Source: an optimization exercise on an open RTL-to-GDS flow (aim: small area, a short achievable clock period and few clock cycles per item). Production flows keep margins and buffers that such runs may drop.
Where RTL was checked, it was by simulation tests only, not by an equivalence proof against the original.
No activity file was given, so power comes from the tool's default toggle rates.

## the previous run
## tone_pattern_sequencer_top
module tone_pattern_sequencer_top (
  input  wire logic                  clk_i,
  input  wire logic                  rst_ni,
  input  wire logic                  in_valid_i,
  output logic                       in_stall_o,
  input  wire logic [2:0]            operation_i,
  input  wire logic [TIME_BITS-1:0]  now_ms_i,
  input  wire logic [3:0]            pattern_id_i,
  input  wire logic [15:0]           custom_freq_hz_i,
  input  wire logic [15:0]           custom_duty_i,
  input  wire logic [15:0]           custom_length_ms_i,
  input  wire logic                  enable_value_i,
  output logic                       out_valid_o,
  input  wire logic                  out_stall_i,
  output logic                       tone_on_o,
  output logic [FREQ_BITS-1:0]       tone_freq_hz_o,
  output logic [DUTY_BITS-1:0]       tone_duty_o,
  output logic                       busy_res_o,
  input  wire logic                  cfg_valid_i,
  output logic                       cfg_ready_o,
  input  wire logic [1:0]            cfg_index_i,
  ...
For scale: roughly 1200 cells after synthesis, about 160 flip-flops, ~140 I/O pins.
Settings: LEC_CHECK=0, CAP_MARGIN=20, CORE_MARGIN=2, CORE_UTILIZATION=50, CTS_BUF_LIST=sky130_fd_sc_hd__clkbuf_8, SETUP_SLACK_MARGIN=3.0, SLEW_MARGIN=20, TNS_END_PERCENT=5; clock period 5.5 ns.
standard.sh (not shown) runs the stock make flow with config.mk's settings and CLKGATE_MAP_FILE= SYNTH_SCRIPT=/design/flow/synth_recipe.tcl, a recipe that flattens the netlist after the stock synthesis.
==> flow/flow/run.sh <==
#!/bin/bash
# The standard layout (the standard.sh, unchanged synthesis and steps),
# with the port buffers made from the smallest plain buffer cell.
export BUFFER_PORTS_ARGS="-buffer_cell sky130_fd_sc_hd__buf_1"
bash standard.sh > standard.log 2>&1
Having completed the whole flow, the previous run delivered a layout that passed the timing, DRC and antenna checks.
### the previous run -> the current run
--- a/flow/design.v
+++ b/flow/design.v
@@ -245,22 +245,23 @@
     e = ~(a ^ b);
     for (w = 32; w > 1; w = w / 2) begin
       for (i = 0; i < w / 2; i = i + 1) begin
         g[i] = g[2*i+1] | (e[2*i+1] & g[2*i]);
         e[i] = e[2*i+1] & e[2*i];
       end
     end
     ge_32 = g[0] | e[0];
   endfunction
   logic           en_q, en_d;
   logic           cust_q, cust_d;
+  logic           on_q, on_d;
   logic [4:0]     ev_q, ev_d;
   logic [6:0]     nd_q, nd_d;
   tps_pkg::time_t due_q, due_d;
   tps_pkg::time_t start_q, start_d;
   tps_pkg::freq_t freq_q, freq_d;
   tps_pkg::duty_t duty_q, duty_d;
   logic           is_wait, ends;
   logic [15:0]    rep;
   logic           ge;
   tps_pkg::time_t now_plus, next_rep;
   logic           cust_zero;
@@ -294,96 +295,103 @@
                    (tstp.level == tps_pkg::LVL_STRONG) ? cfg_i.strong_duty : '0;
   assign ton     = (tstp.freq != '0) && (tduty != '0) && !ends;
   assign tfreq   = ton ? tstp.freq : '0;
   assign sstp  = first_step(new_pat);
   assign sduty = (sstp.level == tps_pkg::LVL_NORMAL) ? cfg_i.normal_duty :
                  (sstp.level == tps_pkg::LVL_STRONG) ? cfg_i.strong_duty : '0;
   assign son   = (sstp.freq != '0) && (sduty != '0);
   assign sfreq = son ? sstp.freq : '0;
   assign cduty = (|cust_duty_i[15:10]) ? 10'h3FF : cust_duty_i[9:0];
   assign dstp     = first_step(pattern_id_i[2:0]);
   assign sdur     = dstp.dur;
-  assign now_plus = add_16(now_i, operation_i[0] ? 16'(sdur) :
-                                  operation_i[1] ? cust_len_i : 16'(nd_q));
+  assign now_plus = add_16(now_i, operation_i[1] ? cust_len_i :
+                                  operation_i[0] ? 16'(sdur) : 16'(nd_q));
   always_comb begin
     en_d    = en_q;
     cust_d  = cust_q;
+    on_d    = on_q;
     ev_d    = ev_q;
     nd_d    = nd_q;
     due_d   = due_q;
     start_d = start_q;
     freq_d  = freq_q;
     duty_d  = duty_q;
     if (take_i) begin
       if (op_tick) begin
         if (ends) ev_d = EV_IDLE;
         if (ge) begin
           cust_d = 1'b0;
           ev_d   = ev_after(ev_q, wnz_i, enz_i);
           nd_d   = astp.dur[6:0];
+          on_d   = ton;
           freq_d = tfreq;
           duty_d = ton ? tduty : '0;
           due_d  = t_begin ? now_plus : next_rep;
         end
         if (is_wait) start_d = now_i;
       end
       if (op_start) begin
         due_d   = now_plus;
         start_d = now_i;
         if (en_q) begin
           cust_d = 1'b0;
           ev_d   = ev_start(new_pat);
           nd_d   = bstp.dur[6:0];
+          on_d   = son;
           freq_d = sfreq;
           duty_d = son ? sduty : '0;
         end
       end
       if (op_cust) begin
         due_d = now_plus;
         if (en_q) begin
           ev_d   = EV_IDLE;
           cust_d = !cust_zero;
+          on_d   = !cust_zero;
           freq_d = cust_zero ? '0 : cust_freq_i;
           duty_d = cust_zero ? '0 : cduty;
         end
       end
       if (op_stop || (op_en && !enable_i)) begin
         ev_d   = EV_IDLE;
         cust_d = 1'b0;
+        on_d   = 1'b0;
         freq_d = '0;
         duty_d = '0;
       end
       if (op_en) en_d = enable_i;
     end
   end
   always_ff @(posedge clk_i or negedge rst_ni) begin
     if (!rst_ni) begin
       en_q   <= 1'b1;
       cust_q <= 1'b0;
+      on_q   <= 1'b0;
       ev_q   <= EV_IDLE;
       freq_q <= '0;
       duty_q <= '0;
     end else begin
       en_q   <= en_d;
       cust_q <= cust_d;
+      on_q   <= on_d;
       ev_q   <= ev_d;
       freq_q <= freq_d;
       duty_q <= duty_d;
     end
   end
   always_ff @(posedge clk_i) begin
     nd_q    <= nd_d;
     due_q   <= due_d;
     start_q <= start_d;
   end
-  assign tone_on_o = (duty_q != '0);
+  assign tone_on_o = on_q;
   assign freq_o    = freq_q;
   assign duty_o    = duty_q;
   assign busy_o    = cust_q || (ev_q != EV_IDLE && !ends);
 endmodule
 `default_nettype wire
 `default_nettype none
 import tps_pkg::*;
 module tone_pattern_sequencer_top (
   input  wire logic                  clk_i,
   input  wire logic                  rst_ni,
   input  wire logic                  in_valid_i,
Findings:
Every stage of the flow completed for the current run, and the final layout passed the timing, DRC and antenna checks.
The previous run → the current run: area share of xor/xnor cells in the synthesized design went up 0.39 points; final cell area excluding filler cells fell by about 10%.
The detailed-routed wire length on met3 number comes out lower for the previous run vs the current run.
Vias per cell (the current run over the previous run): decrease, 3.6%
Compared to the previous run, the current run has switching power about 1.4% lower.
Synthesized cell count | the current run below the previous run
Row fill cell total of the finished layout: the current run higher / the previous run lower
Testbench counts of the current run, summed over its fixed seeds: cycles 8,008, items 8,000.
For the previous run, only the layout was checked, not whether the RTL still works.

separate check: timing with driven ports:
In the flow no input, the clock included, has a driving cell. The finished layouts below were timed again as built, in two steps.
Step 1: set_driving_cell puts a clkbuf_16 on clk_i and a buf_2 on each other input, an assumption about the parent block.
Step 2 times the ports against the registers' clock, not the clock port: input delays grow and output delays shrink by t, the midpoint of the rising clock arrivals with the driver on.
a / b / c = no drivers / after step 1 / after step 2; a / b = the first two.
run | t, ns | slack for setup (ns) | hold WS [ns]
the previous run | 0.512 | 2.112 / 2.100 / 1.588 | 0.476 / 0.476 / 0.476
the current run | 0.517 | 1.916 / 1.866 / 1.349 | 0.471 / 0.471 / 0.471
After both steps every run listed still meets setup and hold. The setup slack of the current run, which loses most, moves by -0.050 ns with the drivers and by -0.567 ns with both steps.
